This is an optimization exercise on Yosys and OpenROAD, whose aim is small area, a short achievable clock period and few clock cycles per item, not a production implementation.
Only simulation tests tie the RTL to the original design; equivalence was not proved.
Power figures rest on the tool's default switching activity, not on a simulated workload.

File: design.v
package alu_exec_pkg;
  localparam logic [3:0] CTRL_AND  = 4'b0000;
  localparam logic [3:0] CTRL_OR   = 4'b0001;
  localparam logic [3:0] CTRL_ADD  = 4'b0010;
  localparam logic [3:0] CTRL_SLL  = 4'b0011;
  localparam logic [3:0] CTRL_SLT  = 4'b0100;
  localparam logic [3:0] CTRL_SLTU = 4'b0101;
  localparam logic [3:0] CTRL_BEQ  = 4'b0110;
  localparam logic [3:0] CTRL_XOR  = 4'b0111;
  localparam logic [3:0] CTRL_SRL  = 4'b1000;
  localparam logic [3:0] CTRL_JAL  = 4'b1001;
  localparam logic [3:0] CTRL_SRA  = 4'b1010;
  localparam logic [3:0] CTRL_REM  = 4'b1011;
  localparam logic [3:0] CTRL_NOP  = 4'b1100;
  localparam logic [3:0] CTRL_DIV  = 4'b1101;
  localparam logic [3:0] CTRL_MUL  = 4'b1110;
  localparam logic [3:0] CTRL_BNEQ = 4'b1111;
  localparam logic [1:0] PH_0  = 2'd0;   
  localparam logic [1:0] PH_1  = 2'd1;   
  localparam logic [1:0] PH_IT = 2'd2;   
  localparam logic [1:0] PH_F  = 2'd3;   
endpackage
module mdu_bitlen (
  input  logic [31:0] x,
  output logic        nz,
  output logic [4:0]  pos
);
  logic [3:0] bnz;
  logic [2:0] bpos [4];
  always_comb begin
    for (int j = 0; j < 4; j++) begin
      logic [7:0] v;
      v       = x[8*j +: 8];
      bnz[j]  = |v;
      bpos[j][2] = |v[7:4];
      bpos[j][1] = bpos[j][2] ? |v[7:6] : |v[3:2];
      if (bpos[j][2]) bpos[j][0] = bpos[j][1] ? v[7] : v[5];
      else            bpos[j][0] = bpos[j][1] ? v[3] : v[1];
    end
    nz = |bnz;
    if (bnz[3])      pos = {2'd3, bpos[3]};
    else if (bnz[2]) pos = {2'd2, bpos[2]};
    else if (bnz[1]) pos = {2'd1, bpos[1]};
    else             pos = {2'd0, bpos[0]};
  end
endmodule
import alu_exec_pkg::*;
module alu_exec_unit #(
  parameter int WIDTH = 32,
  parameter int SHW   = $clog2(WIDTH)
) (
  input  logic             clk,
  input  logic             reset,
  input  logic             valid_in,
  output logic             ready,
  input  logic [3:0]       alu_ctrl,
  input  logic [WIDTH-1:0] op_a,
  input  logic [WIDTH-1:0] op_b,
  output logic             valid_out,
  output logic [WIDTH-1:0] result,
  output logic             zero,
  output logic             branch_taken
);
  localparam int W1 = WIDTH + 1;
  logic [W1-1:0]  a_q, b_q, r_q;
  logic           v_q, rdy_q, vout_q, zero_q, br_q;
  logic [1:0]     ph_q;
  logic [SHW-1:0] cnt_q;
  logic [1:0]     amt_q;
  logic           sa_q, sb_q, dz_q, zp_q;
  logic           f_mdu, f_mul, f_rem, f_beq, f_bneq;
  logic           c_xa, c_xinv, c_yb, c_yb2, c_yr, c_y4, c_yinv, c_cin;
  logic           c_rmul, c_rdv, c_rsh, c_rsum, c_and, c_or, c_xor, c_slt, c_sltu;
  logic           c_shl, c_sha, c_shm, c_shn, c_asum, c_bkeep;
  assign ready        = rdy_q;
  assign valid_out    = vout_q;
  assign result       = r_q[WIDTH-1:0];
  assign zero         = zero_q;
  assign branch_taken = br_q;
  logic mdu, ph0;
  assign mdu = v_q && f_mdu;
  assign ph0 = (ph_q == PH_0);
  logic [WIDTH-1:0] x_ab;
  logic             eq;
  assign x_ab = a_q[WIDTH-1:0] ^ b_q[WIDTH-1:0];
  assign eq   = ~|x_ab;
  logic [W1-1:0] xop, yop, sum;
  logic [W1+1:0] sum_w;
  assign xop   = ({W1{c_xa}} & a_q) ^ {W1{c_xinv}};
  assign yop   = (({W1{c_yb}} & b_q) | ({W1{c_yb2}} & {b_q[W1-2:0], 1'b0})
                 | ({W1{c_yr}} & r_q) | (W1'(c_y4) << 2)) ^ {W1{c_yinv}};
  assign sum_w = {1'b0, xop, 1'b1} + {1'b0, yop, c_cin};
  assign sum   = sum_w[W1:1];
  logic [SHW-1:0] sh_amt;
  logic [W1-1:0]  sh_in, sh_r, sh_out;
  logic           sh_fill;
  logic [W1:0]    sh_wide;
  assign sh_amt = c_shn ? cnt_q : c_shm ? SHW'(amt_q) : b_q[SHW-1:0];
  always_comb begin
    sh_fill = ~c_shl & c_sha & a_q[W1-1];
    for (int i = 0; i < W1; i++) sh_in[i] = c_shl ? a_q[W1-1-i] : a_q[i];
    if (!c_shl) sh_in[W1-1] = sh_fill;
    sh_wide = $signed({sh_fill, sh_in}) >>> sh_amt;
    sh_r    = sh_wide[W1-1:0];
    for (int i = 0; i < W1; i++) sh_out[i] = c_shl ? sh_r[W1-1-i] : sh_r[i];
  end
  logic [WIDTH-1:0] mpl;
  logic             mul_last, mul_next_last;
  assign mpl           = ph0 ? a_q[WIDTH-1:0] : r_q[WIDTH-1:0];
  assign mul_last      = (mpl[WIDTH-1:1] == '0) || (mpl[WIDTH-1:1] == '1);
  assign mul_next_last = (mpl[WIDTH-1:3] == '0) || (mpl[WIDTH-1:3] == '1);
  function automatic logic [2:0] booth(input logic [1:0] m, input logic p);
    booth = {m[0] ^ p, (m[1] & ~m[0] & ~p) | (~m[1] & m[0] & p), m[1] & ~(m[0] & p)};
  endfunction
  logic dsub, qneg, dsucc, div_last, div_next_last;
  assign dsub          = ~(sa_q ^ sb_q);           
  assign qneg          = (sa_q ^ sb_q) & ~dz_q;
  assign dsucc         = (sum[W1-1] == sa_q);
  logic rem2, rem2_n, fix2_q;
  assign rem2          = f_rem & sa_q & ~sb_q & ~b_q[0];   
  assign rem2_n        = f_rem & sa_q & ~sb_q & ~dsucc;    
  assign div_last      = (ph_q == PH_F) && (fix2_q || !rem2);
  assign div_next_last = ((ph_q == PH_IT) && (cnt_q == '0) && !rem2_n)
                      || ((ph_q == PH_F) && !fix2_q && rem2);
  logic           nza, nzb, nza_q, nzb_q, dsa;
  logic [4:0]     pa, pb, pa_q, pb_q;
  logic [6:0]     dab, dax;
  logic [SHW-1:0] nalign;
  mdu_bitlen u_la (.x(op_a ^ {WIDTH{op_a[WIDTH-1]}}), .nz(nza), .pos(pa));
  mdu_bitlen u_lb (.x(op_b ^ {WIDTH{op_b[WIDTH-1]}}), .nz(nzb), .pos(pb));
  assign dsa = a_q[WIDTH-1];
  assign dab = 7'(pa_q) - 7'(pb_q) + 7'(dsa);        
  assign dax = 7'(pa_q) + 7'(1) + 7'(dsa);           
  always_comb begin
    if (!nzb_q && !b_q[WIDTH-1])
      nalign = '1;                                   
    else if (!nza_q)
      nalign = SHW'(dsa & ~nzb_q);
    else if (!nzb_q)
      nalign = dax[5] ? '1 : dax[SHW-1:0];
    else if (dab[6])
      nalign = '0;
    else
      nalign = dab[5] ? '1 : dab[SHW-1:0];
  end
  logic last, next_last;
  assign last      = f_mul ? mul_last : div_last;
  assign next_last = f_mul ? mul_next_last : div_next_last;
  logic sel_sum, sel_sh, sel_rsh2;
  assign sel_sum  = c_rsum | (c_rmul & mul_last) | c_rdv;
  assign sel_sh   = c_rsh | (c_rmul & ~mul_last & ph0);
  assign sel_rsh2 = c_rmul & ~mul_last & ~ph0;
  logic [W1-1:0] r_next;
  assign r_next = ({W1{sel_sum}}  & sum)
                | ({W1{sel_sh}}   & sh_out)
                | ({W1{sel_rsh2}} & {r_q[W1-1], r_q[W1-1], r_q[W1-1:2]})
                | ({W1{c_and}}    & {1'b0, a_q[WIDTH-1:0] & b_q[WIDTH-1:0]})
                | ({W1{c_or}}     & {1'b0, a_q[WIDTH-1:0] | b_q[WIDTH-1:0]})
                | ({W1{c_xor}}    & {1'b0, x_ab})
                | W1'(c_slt & sum[WIDTH])
                | W1'(c_sltu & (sum[WIDTH] ^ a_q[WIDTH-1] ^ b_q[WIDTH-1]));
  logic             swap;
  logic [WIDTH-1:0] in_a, in_b;
  logic b16, a8;
  assign b16  = (op_b[WIDTH-1:16] == '0) || (op_b[WIDTH-1:16] == '1);
  assign a8   = (op_a[WIDTH-1:8] == '0) || (op_a[WIDTH-1:8] == '1);
  assign swap = (alu_ctrl == CTRL_MUL) && b16 && !a8;
  assign in_a = swap ? op_b : op_a;
  assign in_b = swap ? op_a : op_b;
  logic n_xa, n_xinv, n_yb, n_yb2, n_yr, n_y4, n_yinv, n_cin;
  logic n_rmul, n_rdv, n_rsh, n_rsum, n_and, n_or, n_xor, n_slt, n_sltu;
  logic n_shl, n_sha, n_shm, n_shn, n_asum, n_bkeep;
  logic [1:0] n_amt;
  logic [2:0] bz;
  always_comb begin
    n_xa = 1'b1; n_xinv = 1'b0; n_yb = 1'b1; n_yb2 = 1'b0; n_yr = 1'b0; n_y4 = 1'b0;
    n_yinv = 1'b0; n_cin = 1'b0;
    n_rmul = 1'b0; n_rdv = 1'b0; n_rsh = 1'b0; n_rsum = 1'b0;
    n_and = 1'b0; n_or = 1'b0; n_xor = 1'b0; n_slt = 1'b0; n_sltu = 1'b0;
    n_shl = 1'b0; n_sha = 1'b0; n_shm = 1'b0; n_shn = 1'b0; n_amt = '0; n_asum = 1'b1; n_bkeep = 1'b0;
    bz = '0;
    if (rdy_q) begin
      case (alu_ctrl)
        CTRL_AND:  n_and = 1'b1;
        CTRL_OR:   n_or  = 1'b1;
        CTRL_XOR:  n_xor = 1'b1;
        CTRL_ADD:  n_rsum = 1'b1;
        CTRL_BEQ, CTRL_BNEQ: begin n_rsum = 1'b1; n_yinv = 1'b1; n_cin = 1'b1; end
        CTRL_SLT:  begin n_slt  = 1'b1; n_yinv = 1'b1; n_cin = 1'b1; end
        CTRL_SLTU: begin n_sltu = 1'b1; n_yinv = 1'b1; n_cin = 1'b1; end
        CTRL_JAL:  begin n_rsum = 1'b1; n_yb = 1'b0; n_y4 = 1'b1; end
        CTRL_SLL:  begin n_rsh = 1'b1; n_shl = 1'b1; end
        CTRL_SRL:  n_rsh = 1'b1;
        CTRL_SRA:  begin n_rsh = 1'b1; n_sha = 1'b1; end
        CTRL_MUL: begin
          bz = booth(in_a[1:0], 1'b0);
          n_rmul = 1'b1; n_xa = 1'b0; n_yb = bz[2]; n_yb2 = bz[1]; n_yinv = bz[0];
          n_cin = bz[0]; n_shm = 1'b1; n_sha = 1'b1; n_amt = 2'd2;
        end
        CTRL_DIV, CTRL_REM: begin
          n_rsh = 1'b1; n_xa = 1'b0; n_shm = 1'b1; n_sha = 1'b1;
        end
        default: ;   
      endcase
    end else if (f_mul) begin
      bz = booth(mpl[3:2], mpl[1]);
      n_rmul = 1'b1; n_yb = bz[2]; n_yb2 = bz[1]; n_yinv = bz[0]; n_cin = bz[0];
    end else begin
      case (ph_q)
        PH_0: begin
          n_rsum = 1'b1; n_xa = 1'b0; n_xinv = a_q[WIDTH-1]; n_yb = 1'b0; n_yr = 1'b1;
          n_shn = 1'b1; n_shl = 1'b1; n_asum = 1'b0;
        end
        PH_F: begin
          n_rsum = 1'b1; n_xa = 1'b0; n_yb = 1'b0; n_yr = 1'b1; n_cin = 1'b1;
        end
        default: begin
          if (ph_q == PH_IT && cnt_q == '0) begin
            n_rsum = 1'b1;
            if (f_rem) begin
              n_yb = 1'b0; n_yr = 1'b1;
              if (dsucc) begin n_xa = 1'b0; n_cin = sa_q; end
              else       begin n_xinv = sa_q ^ sb_q; n_cin = sa_q | sb_q; end
            end else begin
              n_xa = 1'b0; n_yinv = qneg; n_cin = qneg;
            end
          end else begin
            n_rdv = 1'b1; n_yb = 1'b0; n_yr = 1'b1;
            n_xinv = (ph_q == PH_1) ? dsub : (dsub ^ ~dsucc);
            n_cin  = n_xinv;
            n_shm = 1'b1; n_sha = 1'b1; n_asum = 1'b0; n_bkeep = 1'b1;
            n_amt = (cnt_q == SHW'((ph_q == PH_1) ? 0 : 1)) ? 2'd0 : 2'd1;
          end
        end
      endcase
    end
  end
  always_ff @(posedge clk) begin
    r_q <= r_next;
    if (rdy_q)                     fix2_q <= 1'b0;
    else if (ph_q == PH_F && rem2) fix2_q <= 1'b1;
    if (rdy_q) begin
      nza_q <= nza; nzb_q <= nzb; pa_q <= pa; pb_q <= pb;
      a_q <= {in_a[WIDTH-1], in_a};
      b_q <= {in_b[WIDTH-1], in_b};
      f_mdu  <= (alu_ctrl == CTRL_MUL) || (alu_ctrl == CTRL_DIV) || (alu_ctrl == CTRL_REM);
      f_mul  <= (alu_ctrl == CTRL_MUL);
      f_rem  <= (alu_ctrl == CTRL_REM);
      f_beq  <= (alu_ctrl == CTRL_BEQ);
      f_bneq <= (alu_ctrl == CTRL_BNEQ);
    end else begin
      a_q <= c_asum ? sum : sh_out;
      b_q <= f_mul ? {b_q[W1-3:0], 2'b00} : ({b_q[W1-2:0], dsucc} & {W1{c_bkeep}});
    end
    {c_xa, c_xinv, c_yb, c_yb2, c_yr, c_y4, c_yinv, c_cin} <=
      {n_xa, n_xinv, n_yb, n_yb2, n_yr, n_y4, n_yinv, n_cin};
    {c_rmul, c_rdv, c_rsh, c_rsum, c_and, c_or, c_xor, c_slt, c_sltu} <=
      {n_rmul, n_rdv, n_rsh, n_rsum, n_and, n_or, n_xor, n_slt, n_sltu};
    {c_shl, c_sha, c_shm, c_shn, c_asum, c_bkeep} <= {n_shl, n_sha, n_shm, n_shn, n_asum, n_bkeep};
    amt_q <= n_amt;
    if (!(mdu && !ph0)) begin
      zp_q <= eq;
      sa_q <= a_q[WIDTH-1];
      sb_q <= b_q[WIDTH-1];
      dz_q <= (b_q[WIDTH-1:0] == '0);
    end
    if (ph0) cnt_q <= nalign;
    else if (ph_q == PH_IT) cnt_q <= cnt_q - 1'b1;
    zero_q <= (mdu && !ph0) ? zp_q : eq;
    br_q   <= (f_beq & eq) | (f_bneq & ~eq);
    if (reset) begin
      v_q    <= 1'b0;
      rdy_q  <= 1'b1;
      vout_q <= 1'b0;
      ph_q   <= PH_0;
    end else begin
      vout_q <= v_q && (!mdu || last);
      if (rdy_q) begin
        v_q   <= valid_in;
        ph_q  <= PH_0;
        rdy_q <= !(valid_in && (alu_ctrl == CTRL_MUL || alu_ctrl == CTRL_DIV
                                || alu_ctrl == CTRL_REM));
      end else if (last) begin
        v_q   <= 1'b0;
        rdy_q <= 1'b1;
      end else begin
        rdy_q <= next_last;
        case (ph_q)
          PH_0:    ph_q <= f_mul ? PH_IT : PH_1;
          PH_1:    ph_q <= PH_IT;
          PH_IT:   if (!f_mul && cnt_q == '0) ph_q <= PH_F;
          default: ph_q <= PH_F;
        endcase
      end
    end
  end
endmodule
File: flow/run.sh
#!/bin/bash
set -euo pipefail
MARGIN=6.2
PORTS="'BUFFER_PORTS_ARGS=-buffer_cell sky130_fd_sc_hd__buf_2'"
sed "s/SETUP_SLACK_MARGIN=[0-9.]*/SETUP_SLACK_MARGIN=${MARGIN} ${PORTS}/" standard.sh > standard_cts.sh
sed "s/SETUP_SLACK_MARGIN=[0-9.]*/SETUP_SLACK_MARGIN=0 ${PORTS}/" standard.sh > standard_fin.sh
grep -q "SETUP_SLACK_MARGIN=${MARGIN} 'BUFFER_PORTS_ARGS" standard_cts.sh
grep -q "SETUP_SLACK_MARGIN=0 'BUFFER_PORTS_ARGS" standard_fin.sh
bash standard_cts.sh cts > orfs_make_cts.log 2>&1
bash standard_fin.sh > orfs_make_finish.log 2>&1
File: standard.sh
#!/bin/bash
# synth_recipe.tcl (not shown) runs the flow's synth.tcl, then flattens the netlist and writes it again
# the make line also repeats each setting of config.mk as NAME=value (left out here)
make -C /OpenROAD-flow-scripts/flow DESIGN_CONFIG=/design/flow/config.mk WORK_HOME=/design/flow/orfs CLKGATE_MAP_FILE= SYNTH_SCRIPT=/design/flow/synth_recipe.tcl "${@:-finish}"
File: config.mk
export PLATFORM = sky130hd
export DESIGN_NAME = alu_exec_unit
export DESIGN_NICKNAME = alu_exec_unit
export VERILOG_FILES = /design/flow/design.v
export SDC_FILE = /design/flow/constraint.sdc
export NUM_CORES = 4
export LEC_CHECK = 0
export ABC_AREA = 1
export CAP_MARGIN = 20
export CORE_MARGIN = 2
export CORE_UTILIZATION = 30
export CTS_BUF_LIST = sky130_fd_sc_hd__clkbuf_8
export PLACE_DENSITY = 0.4
export SETUP_SLACK_MARGIN = 5
export SLEW_MARGIN = 20
File: constraint.sdc
create_clock -name core_clock -period 10.0 [get_ports {clk}]
set_input_delay 2.0000 -clock core_clock [delete_from_list [all_inputs] [get_ports {clk}]]
set_output_delay 2.0000 -clock core_clock [all_outputs]
set_load 0.01 [all_outputs]
==> run_summary.xml, run 1 <==
<?xml version="1.0" encoding="UTF-8"?>
<metrics>
  <group name="outcome">
    <metric name="outcome" unit="">complete, no violations</metric>
  </group>
  <group name="drt">
    <metric name="routedLengthMet1" unit="mm">43.24</metric>
    <metric name="dr.max_layer_used" unit="">met4</metric>
    <metric name="postRouteAntennaNets" unit="">0</metric>
    <metric name="initialDrtViolationCount" unit="">2029</metric>
    <metric name="detail_route.drc_violations" unit="">0</metric>
    <metric name="detail_route.first_pass.iterations" unit="">5</metric>
    <metric name="wl_met3" unit="mm">5.851</metric>
    <metric name="routed-via-count" unit="">19380</metric>
    <metric name="detail_route.wl_per_cell" unit="um">25.93</metric>
    <metric name="wl" unit="mm">91.24</metric>
    <metric name="vias_per_cell" unit="">5.507</metric>
    <metric name="detailroute.wirelength.met2" unit="mm">40.07</metric>
  </group>
  <group name="critical_path">
    <metric name="reg2reg_setup_slack" unit="ns">6.06</metric>
    <metric name="timing.setup.critical_path_class" unit="">flip-flop to flip-flop</metric>
    <metric name="worst-r2r-cell-count" unit="">17</metric>
    <metric name="cp_data_arrival_time" unit="ns">4.34</metric>
    <metric name="worst-path-max-fanout" unit="">20</metric>
    <metric name="worstReg2RegEnd" unit="">rdy_q</metric>
    <metric name="sort_of_element_at_the_end_of_the_critical_path" unit="">flip-flop</metric>
    <metric name="required" unit="ns">10.40</metric>
    <metric name="startpoint_type" unit="">flip-flop</metric>
    <metric name="critical_path.reg2reg.startpoint" unit="">c_yb</metric>
  </group>
  <group name="placement">
    <metric name="placedCellCount" unit="">3483</metric>
    <metric name="globalplace.congestion" unit="">0.9621</metric>
    <metric name="placed_cell_area" unit="um2">17880</metric>
    <metric name="portBuffers" unit="">106</metric>
    <metric name="dp.final_hpwl" unit="mm">73.43</metric>
  </group>
  <group name="synth">
    <metric name="synth-edff-count" unit="">26</metric>
    <metric name="yosys.cell_types.count" unit="">68</metric>
    <metric name="synth_compound_area_frac" unit="">0.2318</metric>
    <metric name="postSynthNetCount" unit="">2944</metric>
    <metric name="yosys-mux-area-fraction" unit="">0.003090</metric>
    <metric name="postSynthCellCount" unit="">2754</metric>
    <metric name="synthesis.area_per_instance" unit="um2">6.175</metric>
    <metric name="synth_simple_gate_area_share" unit="">0.3046</metric>
    <metric name="synthAdderAreaFrac" unit="">0.08844</metric>
    <metric name="synthesis.area" unit="um2">17010</metric>
    <metric name="share_of_flip_flops_with_an_asynchronous_set_or_reset" unit="">0</metric>
    <metric name="most_frequent_cell_after_synthesis" unit="">sky130_fd_sc_hd__nand2_1</metric>
    <metric name="synth.yosys.seq_area_share" unit="">0.1990</metric>
    <metric name="synth.cells.most_frequent" unit="">sky130_fd_sc_hd__nand2_1 (790), sky130_fd_sc_hd__inv_1 (296), sky130_fd_sc_hd__o21ai_0 (215)</metric>
    <metric name="synth-seq-cells" unit="">156</metric>
    <metric name="yosys_warnings" unit="">3</metric>
    <metric name="synth_top_family_by_area" unit="">simple AND/OR/NAND/NOR gates</metric>
    <metric name="synth_top_cell_by_area" unit="">sky130_fd_sc_hd__nand2_1</metric>
    <metric name="synth_top_area_frac" unit="">0.1744</metric>
    <metric name="post_synth_xor_area_fraction" unit="">0.05563</metric>
    <metric name="synthFlopType" unit="">sky130_fd_sc_hd__dfxtp_1</metric>
    <metric name="synth_area_leaders" unit="">sky130_fd_sc_hd__nand2_1 (17%), sky130_fd_sc_hd__dfxtp_1 (15%), sky130_fd_sc_hd__ha_1 (8.6%), sky130_fd_sc_hd__inv_1 (6.5%), sky130_fd_sc_hd__o21ai_0 (6.3%)</metric>
  </group>
  <group name="power">
    <metric name="power.share.switching" unit="">0.5449</metric>
    <metric name="cell_int_power" unit="mW">1.493</metric>
    <metric name="power_density" unit="nW/um2">177.6</metric>
    <metric name="seq_power_share" unit="">0.275</metric>
    <metric name="vdd_ir_drop_max" unit="mV">0.09177</metric>
    <metric name="cellLeakagePower" unit="nW">8.814</metric>
    <metric name="power_frac_comb" unit="">0.561</metric>
    <metric name="power.clock.fraction" unit="">0.165</metric>
    <metric name="p_sw" unit="mW">1.788</metric>
  </group>
  <group name="grt">
    <metric name="grt_usage" unit="">0.3021</metric>
    <metric name="grt_max_degree" unit="">64</metric>
    <metric name="grt_first_pass_wirelength" unit="mm">129.9</metric>
    <metric name="global_route.overflow_total" unit="">0</metric>
    <metric name="number_of_global_route_vias_before_repair" unit="">18090</metric>
    <metric name="antenna_found_initial" unit="">1</metric>
  </group>
  <group name="timing">
    <metric name="unrepaired_setup_endpoints_after_global_routing" unit="">false</metric>
    <metric name="fmax" unit="MHz">254.0</metric>
    <metric name="fin_hold_ws" unit="ns">0.4714</metric>
    <metric name="final_min_period_over_clock_period" unit="">0.3936</metric>
    <metric name="fin_setup_tns" unit="ns">0</metric>
    <metric name="setup_violations" unit="">0</metric>
    <metric name="maxSlewHeadroom" unit="">0.2903</metric>
    <metric name="timing.final.max_slew_violations" unit="">0</metric>
    <metric name="finalHoldViolCount" unit="">0</metric>
    <metric name="max_slew.worst_pin.slew" unit="ns">1.061</metric>
    <metric name="timing.final.crit_period" unit="ns">3.936</metric>
    <metric name="final.setup_skew" unit="ns">0.03291</metric>
  </group>
  <group name="floorplan">
    <metric name="floorplan.initialDensity" unit="">0.3027</metric>
    <metric name="core_region_area" unit="um2">56170</metric>
    <metric name="std_cell_rows" unit="">87</metric>
    <metric name="chipWidth" unit="um">242.1</metric>
    <metric name="area_enclosed_by_the_die_boundary" unit="um2">58610</metric>
    <metric name="die_height" unit="um">242.1</metric>
    <metric name="design.portCount" unit="">107</metric>
  </group>
  <group name="cts">
    <metric name="cts.clk_slew.worst_paths" unit="ns">0.11</metric>
    <metric name="cts.htree.levels" unit="">4</metric>
    <metric name="cts_root_buffer" unit="">sky130_fd_sc_hd__clkbuf_8</metric>
    <metric name="cts_sinks" unit="">156</metric>
    <metric name="tritoncts" unit="">yes</metric>
    <metric name="post_cts_hold_buffer_count" unit="">0</metric>
    <metric name="worstSkewPairLatency" unit="ns">0.55</metric>
    <metric name="max_clock_buf_depth" unit="">2</metric>
    <metric name="cts_buffers" unit="">17</metric>
  </group>
  <group name="cells_and_area">
    <metric name="postLayoutCellArea" unit="um2">18470</metric>
    <metric name="layout-area-overhead-vs-synth" unit="%">8.631</metric>
    <metric name="design.final.nets" unit="">2939</metric>
    <metric name="post_layout_nonfiller_instances" unit="">3519</metric>
    <metric name="final_core_utilization" unit="">0.3289</metric>
    <metric name="drive_gt1_frac" unit="">0.08979</metric>
  </group>
  <group name="worst_hold_path">
    <metric name="min_path_type" unit="">flip-flop to flip-flop</metric>
    <metric name="hold_depth" unit="">2</metric>
    <metric name="hold_end" unit="">vout_q</metric>
    <metric name="holdCritStartpoint" unit="">v_q</metric>
  </group>
  <group name="job">
    <metric name="timing.max_cap.violations" unit="">0</metric>
  </group>
</metrics>
## repair_timing
| item | 4_1_cts | 5_1_grt |
|---|---|---|
| setup endpoints to repair | 104 | 0 |
| buffers inserted | 3 | 0 |
| endpoints found under the hold margin | 0 | 0 |
| gates resized for setup | 41 | 0 |
## flip-flops by register name (all words and copies together) (netlist names), 2 cells and up
name	count
a_q	33
b_q	33
r_q	33
cnt_q	5
pa_q	5
pb_q	5
amt_q	2
ph_q	2
## cells in the final DEF (no fill, tap or decap), types with 8 or more instances in the layout
master,n
sky130_fd_sc_hd__a21oi_2,8
sky130_fd_sc_hd__o21ai_0,210
sky130_fd_sc_hd__nand3_1,124
sky130_fd_sc_hd__a21oi_1,104
sky130_fd_sc_hd__edfxtp_1,26
sky130_fd_sc_hd__inv_1,292
sky130_fd_sc_hd__nand2_1,788
sky130_fd_sc_hd__o21bai_1,8
sky130_fd_sc_hd__o22ai_1,9
sky130_fd_sc_hd__nor3_1,24
sky130_fd_sc_hd__nor4_1,30
sky130_fd_sc_hd__nand4_1,33
sky130_fd_sc_hd__xor2_1,87
sky130_fd_sc_hd__o21ai_2,16
sky130_fd_sc_hd__buf_4,26
sky130_fd_sc_hd__inv_2,11
sky130_fd_sc_hd__xnor2_1,19
sky130_fd_sc_hd__o221ai_1,59
sky130_fd_sc_hd__clkbuf_8,17
sky130_fd_sc_hd__a22oi_1,9
sky130_fd_sc_hd__dfxtp_1,126
sky130_fd_sc_hd__o21ai_1,102
sky130_fd_sc_hd__ha_1,116
sky130_fd_sc_hd__a221oi_1,23
sky130_fd_sc_hd__o211ai_1,56
sky130_fd_sc_hd__nor2_1,205
sky130_fd_sc_hd__buf_2,104
## critical path: stages (launching register included)
cell,delay (ns)
sky130_fd_sc_hd__dfxtp_1,0.37
sky130_fd_sc_hd__buf_8,0.24
sky130_fd_sc_hd__clkinvlp_4,0.25
sky130_fd_sc_hd__buf_12,0.20
sky130_fd_sc_hd__o221ai_1,0.35
sky130_fd_sc_hd__xor2_1,0.13
sky130_fd_sc_hd__ha_1,0.40
sky130_fd_sc_hd__nand2_1,0.13
sky130_fd_sc_hd__nor2_1,0.16
sky130_fd_sc_hd__nand2_1,0.12
sky130_fd_sc_hd__nor2_2,0.24
sky130_fd_sc_hd__nand2_1,0.22
sky130_fd_sc_hd__nand3_1,0.17
sky130_fd_sc_hd__nand2_1,0.16
sky130_fd_sc_hd__o21ai_0,0.21
sky130_fd_sc_hd__o21ai_0,0.10
sky130_fd_sc_hd__o21ai_0,0.21
sky130_fd_sc_hd__a22oi_1,0.09
## area by class of cell
type,instances,area [um2]
diodes,1,2.502
fillers,6402,37700
multi-input cells,2126,11730
well taps,756,945.9
flip-flops and latches,156,3388
inverters,311,1194
repair buffers,137,810.8
clock buffers,17,234.0
clock inverters,15,166.4
## worst max-delay path by stage
stage	startpoint	endpoint	slack (ns)	cells past startpoint
finish	c_yb	rdy_q	6.06	17
global route	c_yb	rdy_q	5.75	17
CTS	c_yb	rdy_q	6.12	17
detailed placement	op_a[31]	c_cin	4.91	14
global placement	op_a[31]	c_cin	4.98	14
floorplan	op_a[31]	b_q[16]	6.21	13
## cell families (layout without fill, tap and decap cells)
logic type | Yosys count | count (layout)
other | 0 | 1
and+or+nand+nor | 1247 | 1247
DFF | 156 | 156
AOI/OAI and AO/OA | 647 | 647
buffers and inverters | 472 | 480
muxes | 5 | 5
xor gates and xnor gates | 108 | 108
adders and majority gates | 119 | 119
## power groups by stage
stage / clock (mW) / sequential [mW] / combinational, mW
6_report: 0.541 / 0.901 / 1.84
3_3_place_gp: 0 / 0.910 / 1.78
4_1_cts: 0.543 / 0.895 / 1.80
5_1_grt: 0.566 / 0.906 / 1.99
2_1_floorplan: 0 / 0.822 / 1.18
3_5_place_dp: 0 / 0.909 / 1.77
## metrics by stage
step	setup slack, ns	total power, mW
5_1_grt	5.755	3.459
4_1_cts	6.123	3.235
3_5_place_dp	4.913	2.675
2_1_floorplan	6.212	2.003
6_report	6.064	3.281
3_3_place_gp	4.982	2.686
## per-layer routing
layer / track usage / up-vias
li1: - / 9207
met1: 0.4359 / 9343
met2: 0.4699 / 743
met3: 0.04143 / 85
met4: 0.07752 / 0
met5: 0 / -
Testbench counts, summed over its fixed seeds: cycles 47,797, items 24,000.
==> run 2, diff against run 1 <==
--- a/flow/run.sh
+++ b/flow/run.sh
@@ -1,5 +1,5 @@
 #!/bin/bash
 set -euo pipefail
-MARGIN=6.2
+MARGIN=6.5
 PORTS="'BUFFER_PORTS_ARGS=-buffer_cell sky130_fd_sc_hd__buf_2'"
 sed "s/SETUP_SLACK_MARGIN=[0-9.]*/SETUP_SLACK_MARGIN=${MARGIN} ${PORTS}/" standard.sh > standard_cts.sh
--- a/config.mk
+++ b/config.mk
@@ -10,5 +10,5 @@
 export CORE_MARGIN = 2
 export CORE_UTILIZATION = 30
-export CTS_BUF_LIST = sky130_fd_sc_hd__clkbuf_8
+export CTS_BUF_LIST = sky130_fd_sc_hd__clkbuf_4 sky130_fd_sc_hd__clkbuf_8
 export PLACE_DENSITY = 0.4
 export SETUP_SLACK_MARGIN = 5
==> run_summary.xml, run 2 <==
<?xml version="1.0" encoding="UTF-8"?>
<metrics>
  <group name="critical_path">
    <metric name="required" unit="ns">10.47</metric>
    <metric name="cp_cell_sequence" unit="">buf_6, clkinv_8, o221ai_1, xor2_1, ha_1, nand2_1, inv_1, nand2_1, o21ai_0, a21oi_1, inv_1, nand3_1, nand3_1, nand2_1, o21ai_1, o21ai_1</metric>
    <metric name="worst_path_most_repeated_cell" unit="">sky130_fd_sc_hd__nand2_1</metric>
    <metric name="timing.setup.critical_path_class" unit="">flip-flop to flip-flop</metric>
    <metric name="worst-path-max-fanout" unit="">18</metric>
    <metric name="cp_slowest_stage_delay" unit="ns">0.52</metric>
    <metric name="reg2reg_setup_slack" unit="ns">6.25</metric>
    <metric name="startpoint_type" unit="">flip-flop</metric>
    <metric name="sort_of_element_at_the_end_of_the_critical_path" unit="">flip-flop</metric>
    <metric name="cp_data_arrival_time" unit="ns">4.22</metric>
    <metric name="crit_slowest_cell" unit="">sky130_fd_sc_hd__o21ai_0</metric>
  </group>
  <group name="synth">
    <metric name="yosys.cell_types.count" unit="">68</metric>
    <metric name="synth-seq-cells" unit="">156</metric>
    <metric name="postSynthCellCount" unit="">2754</metric>
    <metric name="synth_area_leaders" unit="">sky130_fd_sc_hd__nand2_1 (17%), sky130_fd_sc_hd__dfxtp_1 (15%), sky130_fd_sc_hd__ha_1 (8.6%), sky130_fd_sc_hd__inv_1 (6.5%), sky130_fd_sc_hd__o21ai_0 (6.3%)</metric>
    <metric name="synth.yosys.seq_area_share" unit="">0.1990</metric>
    <metric name="synth.cells.most_frequent" unit="">sky130_fd_sc_hd__nand2_1 (790), sky130_fd_sc_hd__inv_1 (296), sky130_fd_sc_hd__o21ai_0 (215)</metric>
    <metric name="synthesis.area" unit="um2">17010</metric>
    <metric name="postSynthNetCount" unit="">2944</metric>
    <metric name="synthFlopType" unit="">sky130_fd_sc_hd__dfxtp_1</metric>
    <metric name="most_frequent_cell_after_synthesis" unit="">sky130_fd_sc_hd__nand2_1</metric>
    <metric name="synth-edff-count" unit="">26</metric>
    <metric name="yosys_warnings" unit="">3</metric>
    <metric name="synth_top_area_frac" unit="">0.1744</metric>
    <metric name="synthesis.area_per_instance" unit="um2">6.175</metric>
    <metric name="synth_top_cell_by_area" unit="">sky130_fd_sc_hd__nand2_1</metric>
    <metric name="share_of_flip_flops_with_an_asynchronous_set_or_reset" unit="">0</metric>
  </group>
  <group name="drt">
    <metric name="detail_route.first_pass.iterations" unit="">7</metric>
    <metric name="wl" unit="mm">93.11</metric>
    <metric name="detail_route.drc_violations" unit="">0</metric>
    <metric name="postRouteAntennaNets" unit="">0</metric>
    <metric name="routed-via-count" unit="">19850</metric>
    <metric name="initialDrtViolationCount" unit="">2242</metric>
    <metric name="vias_per_cell" unit="">5.614</metric>
    <metric name="detail_route.wl_per_cell" unit="um">26.34</metric>
  </group>
  <group name="cts">
    <metric name="cts_root_buffer" unit="">sky130_fd_sc_hd__clkbuf_8</metric>
    <metric name="tritoncts" unit="">yes</metric>
    <metric name="cts.htree.levels" unit="">4</metric>
    <metric name="cts_sinks" unit="">156</metric>
    <metric name="post_cts_hold_buffer_count" unit="">0</metric>
    <metric name="cts_buffers" unit="">17</metric>
    <metric name="max_clock_buf_depth" unit="">2</metric>
    <metric name="cts.clk_slew.worst_paths" unit="ns">0.12</metric>
    <metric name="worstSkewPairLatency" unit="ns">0.60</metric>
  </group>
  <group name="grt">
    <metric name="grt_first_pass_wirelength" unit="mm">132.3</metric>
    <metric name="grt_max_degree" unit="">78</metric>
    <metric name="number_of_global_route_vias_before_repair" unit="">18660</metric>
    <metric name="global_route.overflow_total" unit="">0</metric>
    <metric name="antenna_found_initial" unit="">5</metric>
    <metric name="grt_usage" unit="">0.3095</metric>
  </group>
  <group name="timing">
    <metric name="fmax" unit="MHz">267.0</metric>
    <metric name="setup_violations" unit="">0</metric>
    <metric name="final.setup_skew" unit="ns">0.02460</metric>
    <metric name="fin_setup_tns" unit="ns">0</metric>
    <metric name="max_slew.worst_pin.slew" unit="ns">1.114</metric>
    <metric name="timing.final.max_slew_violations" unit="">0</metric>
    <metric name="final_min_period_over_clock_period" unit="">0.3745</metric>
    <metric name="maxSlewHeadroom" unit="">0.2562</metric>
    <metric name="timing.final.crit_period" unit="ns">3.745</metric>
    <metric name="finalHoldViolCount" unit="">0</metric>
    <metric name="unrepaired_setup_endpoints_after_global_routing" unit="">false</metric>
  </group>
  <group name="cells_and_area">
    <metric name="area.sequential" unit="um2">3400</metric>
    <metric name="final_core_utilization" unit="">0.3377</metric>
    <metric name="multiInputGateArea" unit="um2">11940</metric>
    <metric name="design.final.nets" unit="">2953</metric>
    <metric name="drive_gt1_frac" unit="">0.1088</metric>
    <metric name="post_layout_nonfiller_instances" unit="">3535</metric>
    <metric name="leading_cell_type_in_the_layout_fill_and_taps_excluded" unit="">sky130_fd_sc_hd__nand2_1</metric>
    <metric name="top_regs" unit="">a_q x33, b_q x33, r_q x33</metric>
    <metric name="postLayoutCellArea" unit="um2">18970</metric>
    <metric name="layout-area-overhead-vs-synth" unit="%">11.54</metric>
    <metric name="fill_cells" unit="">6448</metric>
    <metric name="final_cell_mix" unit="">sky130_fd_sc_hd__nand2_1 (783), sky130_fd_sc_hd__inv_1 (292), sky130_fd_sc_hd__nor2_1 (202)</metric>
  </group>
  <group name="job">
    <metric name="timing.max_cap.violations" unit="">0</metric>
  </group>
  <group name="worst_hold_path">
    <metric name="min_path_type" unit="">flip-flop to flip-flop</metric>
  </group>
  <group name="placement">
    <metric name="dp.final_hpwl" unit="mm">73.89</metric>
    <metric name="placed_cell_area" unit="um2">17910</metric>
    <metric name="placedCellCount" unit="">3481</metric>
    <metric name="globalplace.congestion" unit="">0.9870</metric>
    <metric name="portBuffers" unit="">106</metric>
  </group>
  <group name="floorplan">
    <metric name="area_enclosed_by_the_die_boundary" unit="um2">58610</metric>
    <metric name="chipWidth" unit="um">242.1</metric>
    <metric name="die_height" unit="um">242.1</metric>
    <metric name="core_region_area" unit="um2">56170</metric>
    <metric name="design.portCount" unit="">107</metric>
    <metric name="std_cell_rows" unit="">87</metric>
    <metric name="floorplan.initialDensity" unit="">0.3027</metric>
  </group>
  <group name="power">
    <metric name="cellLeakagePower" unit="nW">8.994</metric>
    <metric name="vdd_ir_drop_max" unit="mV">0.1089</metric>
    <metric name="power_density" unit="nW/um2">172.5</metric>
  </group>
  <group name="outcome">
    <metric name="outcome" unit="">complete, no violations</metric>
  </group>
</metrics>
run 2: final cells by class:
class / instances / share of cell area
multi-input combinational: 2127 / 0.6294
sequential: 156 / 0.1792
inverter: 311 / 0.06438
timing repair buffer: 150 / 0.05706
tap: 756 / 0.04987
clock buffer: 18 / 0.01273
clock inverter: 14 / 0.006992
antenna: 3 / 0.0003958
run 2: timing repair:
item	in CTS	in global routing
gates resized for setup	118	0
endpoints found under the setup margin	116	0
setup buffers	15	0
run 2: through the flow:
step | hold slack (ns) | power [mW] | setup WS [ns]
floorplan | 0.4268 | 2.006 | 6.349
global placement | 0.4501 | 2.655 | 4.913
detailed placement | 0.4575 | 2.645 | 4.782
CTS | 0.4666 | 3.230 | 6.441
global route | 0.5011 | 3.457 | 6.144
finish | 0.4610 | 3.273 | 6.255
run 2: final timing paths:
kind | startpoint | end | cells after the start
worst max register to register | c_yr | a_q[17] | 16
worst min register to register | v_q | vout_q | 2
worst max-delay path | c_yr | a_q[17] | 16
worst min-delay path | v_q | vout_q | 2
run 2: critical path, delay by kind of cell (launching register included):
kind | cells | cell delay [ns]
buffers and inverters | 4 | 0.65
adders and majority gates | 1 | 0.45
DFF | 1 | 0.34
xor gates and xnor gates | 1 | 0.10
and+or+nand+nor | 5 | 0.75
AOI/OAI and AO/OA | 5 | 1.31
run 2: logic make-up after synthesis:
logic type | Yosys count | synth area share
AND/OR/NAND/NOR | 1247 | 0.3046
flip-flops | 156 | 0.1990
adder cells (fa/ha/maj) | 119 | 0.08844
XOR/XNOR | 108 | 0.05563
multiplexers | 5 | 0.003090
AO/OA/AOI/OAI | 647 | 0.2318
buffers and inverters | 472 | 0.1175
run 2: metal layers:
| layer | track usage | routed length, um |
|---|---|---|
| met5 | 0 | 0 |
| met4 | 0.09804 | 2771 |
| met3 | 0.04531 | 6744 |
| met2 | 0.4927 | 41560 |
| met1 | 0.4288 | 42030 |
run 2: report_power, final:
| part | total (mW) | internal, mW | switching (mW) |
|---|---|---|---|
| combinational | 1.85 | 0.567 | 1.28 |
| clock | 0.511 | 0.184 | 0.327 |
| sequential | 0.911 | 0.743 | 0.168 |
| total | 3.27 | 1.49 | 1.78 |
==> run 3, diff against run 2 <==
--- a/design.v
+++ b/design.v
@@ -96,5 +96,5 @@
   logic           sh_fill;
   logic [W1:0]    sh_wide;
-  assign sh_amt = c_shn ? cnt_q : c_shm ? SHW'(amt_q) : b_q[SHW-1:0];
+  assign sh_amt = c_shn ? nalign : c_shm ? SHW'(amt_q) : b_q[SHW-1:0];
   always_comb begin
     sh_fill = ~c_shl & c_sha & a_q[W1-1];
@@ -117,11 +117,11 @@
   assign qneg          = (sa_q ^ sb_q) & ~dz_q;
   assign dsucc         = (sum[W1-1] == sa_q);
-  logic rem2, rem2_n, fix2_q;
-  assign rem2          = f_rem & sa_q & ~sb_q & ~b_q[0];   
-  assign rem2_n        = f_rem & sa_q & ~sb_q & ~dsucc;    
-  assign div_last      = (ph_q == PH_F) && (fix2_q || !rem2);
-  assign div_next_last = ((ph_q == PH_IT) && (cnt_q == '0) && !rem2_n)
-                      || ((ph_q == PH_F) && !fix2_q && rem2);
-  logic           nza, nzb, nza_q, nzb_q, dsa;
+  logic rem_nofix;
+  assign rem_nofix     = f_rem & ~sa_q;
+  assign div_last      = (ph_q == PH_F) || ((ph_q == PH_IT) && (cnt_q == '0) && rem_nofix);
+  assign div_next_last = ((ph_q == PH_IT) && (cnt_q == '0) && !rem_nofix)
+                      || ((ph_q == PH_IT) && (cnt_q == SHW'(1)) && rem_nofix)
+                      || (ph0 && (nalign == '0) && f_rem && !dsa);
+  logic           nza, nzb, nza_q, nzb_q, dsa, dsb, ddz;
   logic [4:0]     pa, pb, pa_q, pb_q;
   logic [6:0]     dab, dax;
@@ -129,10 +129,12 @@
   mdu_bitlen u_la (.x(op_a ^ {WIDTH{op_a[WIDTH-1]}}), .nz(nza), .pos(pa));
   mdu_bitlen u_lb (.x(op_b ^ {WIDTH{op_b[WIDTH-1]}}), .nz(nzb), .pos(pb));
-  assign dsa = a_q[WIDTH-1];
+  assign dsa = b_q[WIDTH-1];                         
+  assign dsb = a_q[WIDTH-1];                         
+  assign ddz = ~nzb_q & ~dsb;                        
   assign dab = 7'(pa_q) - 7'(pb_q) + 7'(dsa);        
   assign dax = 7'(pa_q) + 7'(1) + 7'(dsa);           
   always_comb begin
-    if (!nzb_q && !b_q[WIDTH-1])
-      nalign = '1;                                   
+    if (ddz)
+      nalign = '1;
     else if (!nza_q)
       nalign = SHW'(dsa & ~nzb_q);
@@ -147,12 +149,14 @@
   assign last      = f_mul ? mul_last : div_last;
   assign next_last = f_mul ? mul_next_last : div_next_last;
-  logic sel_sum, sel_sh, sel_rsh2;
-  assign sel_sum  = c_rsum | (c_rmul & mul_last) | c_rdv;
+  logic sel_sum, sel_sh, sel_rsh2, sel_hold;
+  assign sel_sum  = c_rsum | (c_rmul & mul_last) | (c_rdv & dsucc);
   assign sel_sh   = c_rsh | (c_rmul & ~mul_last & ph0);
   assign sel_rsh2 = c_rmul & ~mul_last & ~ph0;
+  assign sel_hold = c_rdv & ~dsucc;
   logic [W1-1:0] r_next;
   assign r_next = ({W1{sel_sum}}  & sum)
                 | ({W1{sel_sh}}   & sh_out)
                 | ({W1{sel_rsh2}} & {r_q[W1-1], r_q[W1-1], r_q[W1-1:2]})
+                | ({W1{sel_hold}} & r_q)
                 | ({W1{c_and}}    & {1'b0, a_q[WIDTH-1:0] & b_q[WIDTH-1:0]})
                 | ({W1{c_or}}     & {1'b0, a_q[WIDTH-1:0] | b_q[WIDTH-1:0]})
@@ -162,8 +166,11 @@
   logic             swap;
   logic [WIDTH-1:0] in_a, in_b;
-  logic b16, a8;
-  assign b16  = (op_b[WIDTH-1:16] == '0) || (op_b[WIDTH-1:16] == '1);
-  assign a8   = (op_a[WIDTH-1:8] == '0) || (op_a[WIDTH-1:8] == '1);
-  assign swap = (alu_ctrl == CTRL_MUL) && b16 && !a8;
+  logic a16, b16, a8, b8;
+  assign a16  = (op_a[WIDTH-1:15] == '0) || (op_a[WIDTH-1:15] == '1) || (op_a[WIDTH-1:16] == '0);
+  assign b16  = (op_b[WIDTH-1:15] == '0) || (op_b[WIDTH-1:15] == '1) || (op_b[WIDTH-1:16] == '0);
+  assign a8   = (op_a[WIDTH-1:7] == '0) || (op_a[WIDTH-1:7] == '1) || (op_a[WIDTH-1:8] == '0);
+  assign b8   = (op_b[WIDTH-1:7] == '0) || (op_b[WIDTH-1:7] == '1) || (op_b[WIDTH-1:8] == '0);
+  assign swap = ((alu_ctrl == CTRL_MUL) && ((!a16 && b16) || (!a8 && b8)))
+              || (alu_ctrl == CTRL_DIV) || (alu_ctrl == CTRL_REM);
   assign in_a = swap ? op_b : op_a;
   assign in_b = swap ? op_a : op_b;
@@ -173,4 +180,6 @@
   logic [1:0] n_amt;
   logic [2:0] bz;
+  logic       dsub_n;
+  assign dsub_n = ph0 ? ~(dsa ^ dsb) : dsub;
   always_comb begin
     n_xa = 1'b1; n_xinv = 1'b0; n_yb = 1'b1; n_yb2 = 1'b0; n_yr = 1'b0; n_y4 = 1'b0;
@@ -199,5 +208,6 @@
         end
         CTRL_DIV, CTRL_REM: begin
-          n_rsh = 1'b1; n_xa = 1'b0; n_shm = 1'b1; n_sha = 1'b1;
+          n_rsum = 1'b1; n_xa = 1'b0; n_xinv = op_a[WIDTH-1];
+          n_shn = 1'b1; n_shl = 1'b1; n_asum = 1'b0;
         end
         default: ;   
@@ -207,39 +217,17 @@
       n_rmul = 1'b1; n_yb = bz[2]; n_yb2 = bz[1]; n_yinv = bz[0]; n_cin = bz[0];
     end else begin
-      case (ph_q)
-        PH_0: begin
-          n_rsum = 1'b1; n_xa = 1'b0; n_xinv = a_q[WIDTH-1]; n_yb = 1'b0; n_yr = 1'b1;
-          n_shn = 1'b1; n_shl = 1'b1; n_asum = 1'b0;
-        end
-        PH_F: begin
-          n_rsum = 1'b1; n_xa = 1'b0; n_yb = 1'b0; n_yr = 1'b1; n_cin = 1'b1;
-        end
-        default: begin
-          if (ph_q == PH_IT && cnt_q == '0) begin
-            n_rsum = 1'b1;
-            if (f_rem) begin
-              n_yb = 1'b0; n_yr = 1'b1;
-              if (dsucc) begin n_xa = 1'b0; n_cin = sa_q; end
-              else       begin n_xinv = sa_q ^ sb_q; n_cin = sa_q | sb_q; end
-            end else begin
-              n_xa = 1'b0; n_yinv = qneg; n_cin = qneg;
-            end
-          end else begin
-            n_rdv = 1'b1; n_yb = 1'b0; n_yr = 1'b1;
-            n_xinv = (ph_q == PH_1) ? dsub : (dsub ^ ~dsucc);
-            n_cin  = n_xinv;
-            n_shm = 1'b1; n_sha = 1'b1; n_asum = 1'b0; n_bkeep = 1'b1;
-            n_amt = (cnt_q == SHW'((ph_q == PH_1) ? 0 : 1)) ? 2'd0 : 2'd1;
-          end
-        end
-      endcase
+      if (ph_q == PH_IT && cnt_q == '0) begin
+        n_rsum = 1'b1; n_xa = 1'b0;
+        if (f_rem) begin n_yb = 1'b0; n_yr = 1'b1; n_cin = sa_q; end
+        else       begin n_yinv = qneg; n_cin = qneg; end
+      end else begin
+        n_rdv = 1'b1; n_xinv = dsub_n; n_yb = 1'b0; n_yr = 1'b1; n_cin = dsub_n;
+        n_shm = 1'b1; n_sha = 1'b1; n_amt = 2'd1; n_asum = 1'b0; n_bkeep = 1'b1;
+      end
     end
   end
   always_ff @(posedge clk) begin
     r_q <= r_next;
-    if (rdy_q)                     fix2_q <= 1'b0;
-    else if (ph_q == PH_F && rem2) fix2_q <= 1'b1;
     if (rdy_q) begin
-      nza_q <= nza; nzb_q <= nzb; pa_q <= pa; pb_q <= pb;
       a_q <= {in_a[WIDTH-1], in_a};
       b_q <= {in_b[WIDTH-1], in_b};
@@ -261,7 +249,10 @@
     if (!(mdu && !ph0)) begin
       zp_q <= eq;
-      sa_q <= a_q[WIDTH-1];
-      sb_q <= b_q[WIDTH-1];
-      dz_q <= (b_q[WIDTH-1:0] == '0);
+      sa_q <= dsa;
+      sb_q <= dsb;
+      dz_q <= ddz;
+    end
+    if (rdy_q) begin
+      nza_q <= nza; nzb_q <= nzb; pa_q <= pa; pb_q <= pb;
     end
     if (ph0) cnt_q <= nalign;
@@ -287,6 +278,5 @@
         rdy_q <= next_last;
         case (ph_q)
-          PH_0:    ph_q <= f_mul ? PH_IT : PH_1;
-          PH_1:    ph_q <= PH_IT;
+          PH_0:    ph_q <= PH_IT;
           PH_IT:   if (!f_mul && cnt_q == '0) ph_q <= PH_F;
           default: ph_q <= PH_F;
==> flow/run.sh (replaced) <==
#!/bin/bash
set -euo pipefail
MARGIN=6.2
sed "s/SETUP_SLACK_MARGIN=[0-9.]*/SETUP_SLACK_MARGIN=${MARGIN}/" standard.sh > standard_margin.sh
grep -q "SETUP_SLACK_MARGIN=${MARGIN}" standard_margin.sh
bash standard_margin.sh > orfs_make.log 2>&1
--- a/config.mk
+++ b/config.mk
@@ -10,5 +10,4 @@
 export CORE_MARGIN = 2
 export CORE_UTILIZATION = 30
-export CTS_BUF_LIST = sky130_fd_sc_hd__clkbuf_4 sky130_fd_sc_hd__clkbuf_8
 export PLACE_DENSITY = 0.4
 export SETUP_SLACK_MARGIN = 5
==> run_summary.xml, run 3 <==
<?xml version="1.0" encoding="UTF-8"?>
<metrics>
  <group name="synth">
    <metric name="synthesis.area" unit="um2">17330</metric>
    <metric name="most_frequent_cell_after_synthesis" unit="">sky130_fd_sc_hd__nand2_1</metric>
    <metric name="postSynthNetCount" unit="">2988</metric>
    <metric name="synthFlopType" unit="">sky130_fd_sc_hd__dfxtp_1</metric>
    <metric name="synth.cells.most_frequent" unit="">sky130_fd_sc_hd__nand2_1 (628), sky130_fd_sc_hd__nand3_1 (378), sky130_fd_sc_hd__inv_1 (337)</metric>
    <metric name="postSynthCellCount" unit="">2803</metric>
    <metric name="synthesis.area_per_instance" unit="um2">6.181</metric>
    <metric name="synth_area_leaders" unit="">sky130_fd_sc_hd__dfxtp_1 (15%), sky130_fd_sc_hd__nand2_1 (14%), sky130_fd_sc_hd__nand3_1 (11%), sky130_fd_sc_hd__ha_1 (8.1%), sky130_fd_sc_hd__inv_1 (7.3%)</metric>
    <metric name="share_of_flip_flops_with_an_asynchronous_set_or_reset" unit="">0</metric>
    <metric name="synth_top_cell_by_area" unit="">sky130_fd_sc_hd__dfxtp_1</metric>
    <metric name="yosys_warnings" unit="">3</metric>
    <metric name="synth.yosys.seq_area_share" unit="">0.1930</metric>
    <metric name="yosys.cell_types.count" unit="">69</metric>
    <metric name="synth-seq-cells" unit="">154</metric>
    <metric name="synth-edff-count" unit="">26</metric>
    <metric name="synth_top_area_frac" unit="">0.1479</metric>
  </group>
  <group name="critical_path">
    <metric name="number_of_buffer_and_inverter_instances_along_the_worst_setup_path" unit="">5</metric>
    <metric name="required" unit="ns">10.37</metric>
    <metric name="worst-r2r-cell-count" unit="">19</metric>
    <metric name="reg2reg_setup_slack" unit="ns">5.98</metric>
    <metric name="critical_path.reg2reg.startpoint" unit="">c_yb</metric>
    <metric name="crit_slowest_cell" unit="">sky130_fd_sc_hd__clkdlybuf4s15_1</metric>
    <metric name="startpoint_type" unit="">primary input</metric>
    <metric name="cp_cell_sequence" unit="">clkdlybuf4s15_1, inv_1, nor4_4, nand4_1, o211ai_1, nand3_4, buf_12, buf_12, buf_16, nand2_8, a21oi_2, o21ai_1, o211ai_1</metric>
    <metric name="timing.setup.critical_path_class" unit="">primary input to flip-flop</metric>
    <metric name="startpoint" unit="">op_a[9]</metric>
    <metric name="worst-path-max-fanout" unit="">7</metric>
    <metric name="worstReg2RegEnd" unit="">r_q[28]</metric>
    <metric name="sort_of_element_at_the_end_of_the_critical_path" unit="">flip-flop</metric>
    <metric name="cp_slowest_stage_delay" unit="ns">0.44</metric>
    <metric name="worst_setup_path_endpoint" unit="">b_q[23]</metric>
    <metric name="cp_data_arrival_time" unit="ns">4.46</metric>
    <metric name="cp_num_cells" unit="">13</metric>
    <metric name="critical_path.top_delay_family" unit="">buffers and inverters</metric>
  </group>
  <group name="cells_and_area">
    <metric name="multiInputGateArea" unit="um2">15230</metric>
    <metric name="final_cell_mix" unit="">sky130_fd_sc_hd__nand2_1 (523), sky130_fd_sc_hd__inv_1 (300), sky130_fd_sc_hd__nand3_1 (275)</metric>
    <metric name="area.sequential" unit="um2">3387</metric>
    <metric name="drive_gt1_frac" unit="">0.3003</metric>
    <metric name="leading_cell_type_in_the_layout_fill_and_taps_excluded" unit="">sky130_fd_sc_hd__nand2_1</metric>
    <metric name="design.final.nets" unit="">3209</metric>
    <metric name="fill_cells" unit="">5991</metric>
    <metric name="layout-area-overhead-vs-synth" unit="%">45.60</metric>
    <metric name="post_layout_nonfiller_instances" unit="">3802</metric>
    <metric name="insertedDiodeCount" unit="">0</metric>
    <metric name="top_regs" unit="">a_q x33, b_q x33, r_q x33</metric>
  </group>
  <group name="floorplan">
    <metric name="area_enclosed_by_the_die_boundary" unit="um2">59690</metric>
    <metric name="floorplan.initialDensity" unit="">0.3020</metric>
    <metric name="die_height" unit="um">244.3</metric>
    <metric name="design.portCount" unit="">107</metric>
    <metric name="std_cell_rows" unit="">88</metric>
    <metric name="chipWidth" unit="um">244.3</metric>
    <metric name="core_region_area" unit="um2">57370</metric>
  </group>
  <group name="cts">
    <metric name="worstSkewPairLatency" unit="ns">0.50</metric>
    <metric name="post_cts_hold_buffer_count" unit="">0</metric>
    <metric name="cts.clk_slew.worst_paths" unit="ns">0.08</metric>
    <metric name="cts_sinks" unit="">154</metric>
    <metric name="tritoncts" unit="">yes</metric>
    <metric name="cts.htree.levels" unit="">4</metric>
    <metric name="cts_buffers" unit="">17</metric>
    <metric name="cts_root_buffer" unit="">sky130_fd_sc_hd__clkbuf_16</metric>
    <metric name="max_clock_buf_depth" unit="">2</metric>
  </group>
  <group name="drt">
    <metric name="detail_route.first_pass.iterations" unit="">6</metric>
    <metric name="routed-via-count" unit="">22310</metric>
    <metric name="wl" unit="mm">110.2</metric>
    <metric name="detail_route.drc_violations" unit="">0</metric>
    <metric name="vias_per_cell" unit="">5.867</metric>
    <metric name="postRouteAntennaNets" unit="">0</metric>
    <metric name="initialDrtViolationCount" unit="">2598</metric>
    <metric name="detail_route.wl_per_cell" unit="um">29.00</metric>
  </group>
  <group name="timing">
    <metric name="setup_violations" unit="">0</metric>
    <metric name="finalHoldViolCount" unit="">0</metric>
    <metric name="fin_setup_tns" unit="ns">0</metric>
    <metric name="timing.final.max_slew_violations" unit="">0</metric>
    <metric name="maxSlewHeadroom" unit="">0.2270</metric>
    <metric name="final.setup_skew" unit="ns">0.01250</metric>
    <metric name="final_min_period_over_clock_period" unit="">0.4091</metric>
    <metric name="max_slew.worst_pin.slew" unit="ns">1.152</metric>
    <metric name="unrepaired_setup_endpoints_after_global_routing" unit="">true</metric>
    <metric name="timing.final.crit_period" unit="ns">4.091</metric>
    <metric name="fmax" unit="MHz">244.4</metric>
  </group>
  <group name="grt">
    <metric name="grt_max_degree" unit="">51</metric>
    <metric name="antenna_found_initial" unit="">1</metric>
    <metric name="grt_usage" unit="">0.3520</metric>
    <metric name="number_of_global_route_vias_before_repair" unit="">21020</metric>
    <metric name="global_route.overflow_total" unit="">0</metric>
    <metric name="grt_first_pass_wirelength" unit="mm">151.8</metric>
  </group>
  <group name="placement">
    <metric name="portBuffers" unit="">106</metric>
    <metric name="placedCellCount" unit="">3527</metric>
    <metric name="globalplace.congestion" unit="">0.9703</metric>
    <metric name="dp.final_hpwl" unit="mm">75.51</metric>
  </group>
  <group name="job">
    <metric name="timing.max_cap.violations" unit="">0</metric>
  </group>
  <group name="outcome">
    <metric name="outcome" unit="">complete, no violations</metric>
  </group>
  <group name="power">
    <metric name="cellLeakagePower" unit="nW">11.25</metric>
    <metric name="power_density" unit="nW/um2">178.5</metric>
    <metric name="vdd_ir_drop_max" unit="mV">0.1502</metric>
  </group>
  <group name="worst_hold_path">
    <metric name="min_path_type" unit="">flip-flop to flip-flop</metric>
    <metric name="holdCritStartpoint" unit="">v_q</metric>
  </group>
</metrics>
==> run 3: cell types whose count changed after synthesis, moves of 25 or more <==
cell	change
sky130_fd_sc_hd__a21oi_1	+86
sky130_fd_sc_hd__inv_1	+41
sky130_fd_sc_hd__nand2_1	-162
sky130_fd_sc_hd__nand3_1	+254
sky130_fd_sc_hd__nor2_1	-61
sky130_fd_sc_hd__o21ai_1	-90
sky130_fd_sc_hd__o221ai_1	-25
==> run 3: worst min path at each step <==
| stage | endpoint | cells past startpoint | slack (ns) |
|---|---|---|---|
| floorplan | vout_q | 2 | 0.43 |
| global route | vout_q | 1 | 0.51 |
| CTS | vout_q | 2 | 0.48 |
| global placement | br_q | 1 | 0.46 |
| finish | vout_q | 2 | 0.48 |
| detailed placement | vout_q | 2 | 0.46 |
==> run 3: per-stage QoR <==
stage               power, mW  cell area [um2]  setup WS, ns  utilization  hold slack, ns
finish                  4.504            25230         5.909       0.4398          0.4762
detailed placement      2.974            18750         3.997       0.3269          0.4602
CTS                     4.174            23310         6.074       0.4064          0.4775
floorplan               2.223            17510         5.946            -          0.4295
global route            4.723            25230         5.903       0.4398          0.5056
global placement        2.987            18750         3.988       0.3269          0.4568
==> run 3: kinds of logic after synthesis <==
logic type / Yosys count / synth area share
adders and majority gates: 114 / 0.08319
AOI/OAI and AO/OA: 620 / 0.2147
muxes: 2 / 0.001228
buffers and inverters: 520 / 0.1261
and+or+nand+nor: 1279 / 0.3242
xor gates and xnor gates: 114 / 0.05763
DFF: 154 / 0.1930
==> run 3: layer usage <==
metal | up-vias | share of wire | global-route usage
met5 | - | 0 | 0
met4 | 0 | 0.062 | 0.1749
met3 | 304 | 0.083 | 0.06541
met2 | 1186 | 0.44 | 0.5485
met1 | 10820 | 0.42 | 0.4645
li1 | 10000 | - | -
==> run 3: cell type report <==
type,instances,area share
Timing Repair inverter,5,0.002331
Tap cell,765,0.03794
Clock buffer,18,0.01785
Multi-Input combinational cell,2158,0.6037
Timing Repair Buffer,339,0.1400
Inverter,349,0.05798
Sequential cell,154,0.1343
Clock inverter,14,0.005952
==> run 3: report_power, final <==
| group | leakage, nW | switching [mW] | internal, mW |
|---|---|---|---|
| clock network | 0.296 | 0.355 | 0.347 |
| logic | 9.61 | 1.79 | 1.07 |
| registers | 1.34 | 0.189 | 0.753 |
| total | 11.3 | 2.33 | 2.17 |
==> run 3: repair_timing <==
item,CTS,global route
pin swaps,142,136
buffers inserted,133,63
gates cloned,40,7
gates resized for setup,755,340
setup endpoints to repair,117,109
==> run 3: worst reg2reg max path, delay by kind of cell, from the launching register on <==
family,cells,cell delay (ns)
buffers and inverters,5,0.62
adders and majority gates,1,0.34
DFF,1,0.40
xor gates and xnor gates,3,0.58
AOI/OAI and AO/OA,7,1.36
and+or+nand+nor,3,0.56
Testbench counts of run 3, summed over its fixed seeds: cycles 46,174, items 24,000.

what the ideal ports hide:
In the flow no input, the clock included, has a driving cell. The finished layouts below were timed again as built, in two steps. Step 1 (the two cells are an assumption about what drives the block):
set clk [get_ports {clk}]
set_driving_cell -lib_cell sky130_fd_sc_hd__clkbuf_16 $clk
set_driving_cell -lib_cell sky130_fd_sc_hd__buf_2 [delete_from_list [all_inputs] $clk]
Step 2 moves the port delays by t, midway between the first and last clock arrival at a register: inputs arrive t later, outputs are due t later. That takes back most of the time a late clock gives input paths. Slacks: ideal / step 1 / step 2; pairs: ideal / step 1.
run | t, ns | slack for setup (ns) | pins driven straight from the clock port
run 1 | 0.595 | 6.064 / 6.064 / 5.618 | 1
run 2 | 0.642 | 6.255 / 6.255 / 5.744 | 1
run 3 | 0.562 | 5.909 / 5.922 / 5.359 | 1
After both steps setup and hold are still met in every run listed. For run 3, which loses most, drivers alone change the setup slack by +0.013 ns; drivers and shift together by -0.550 ns.
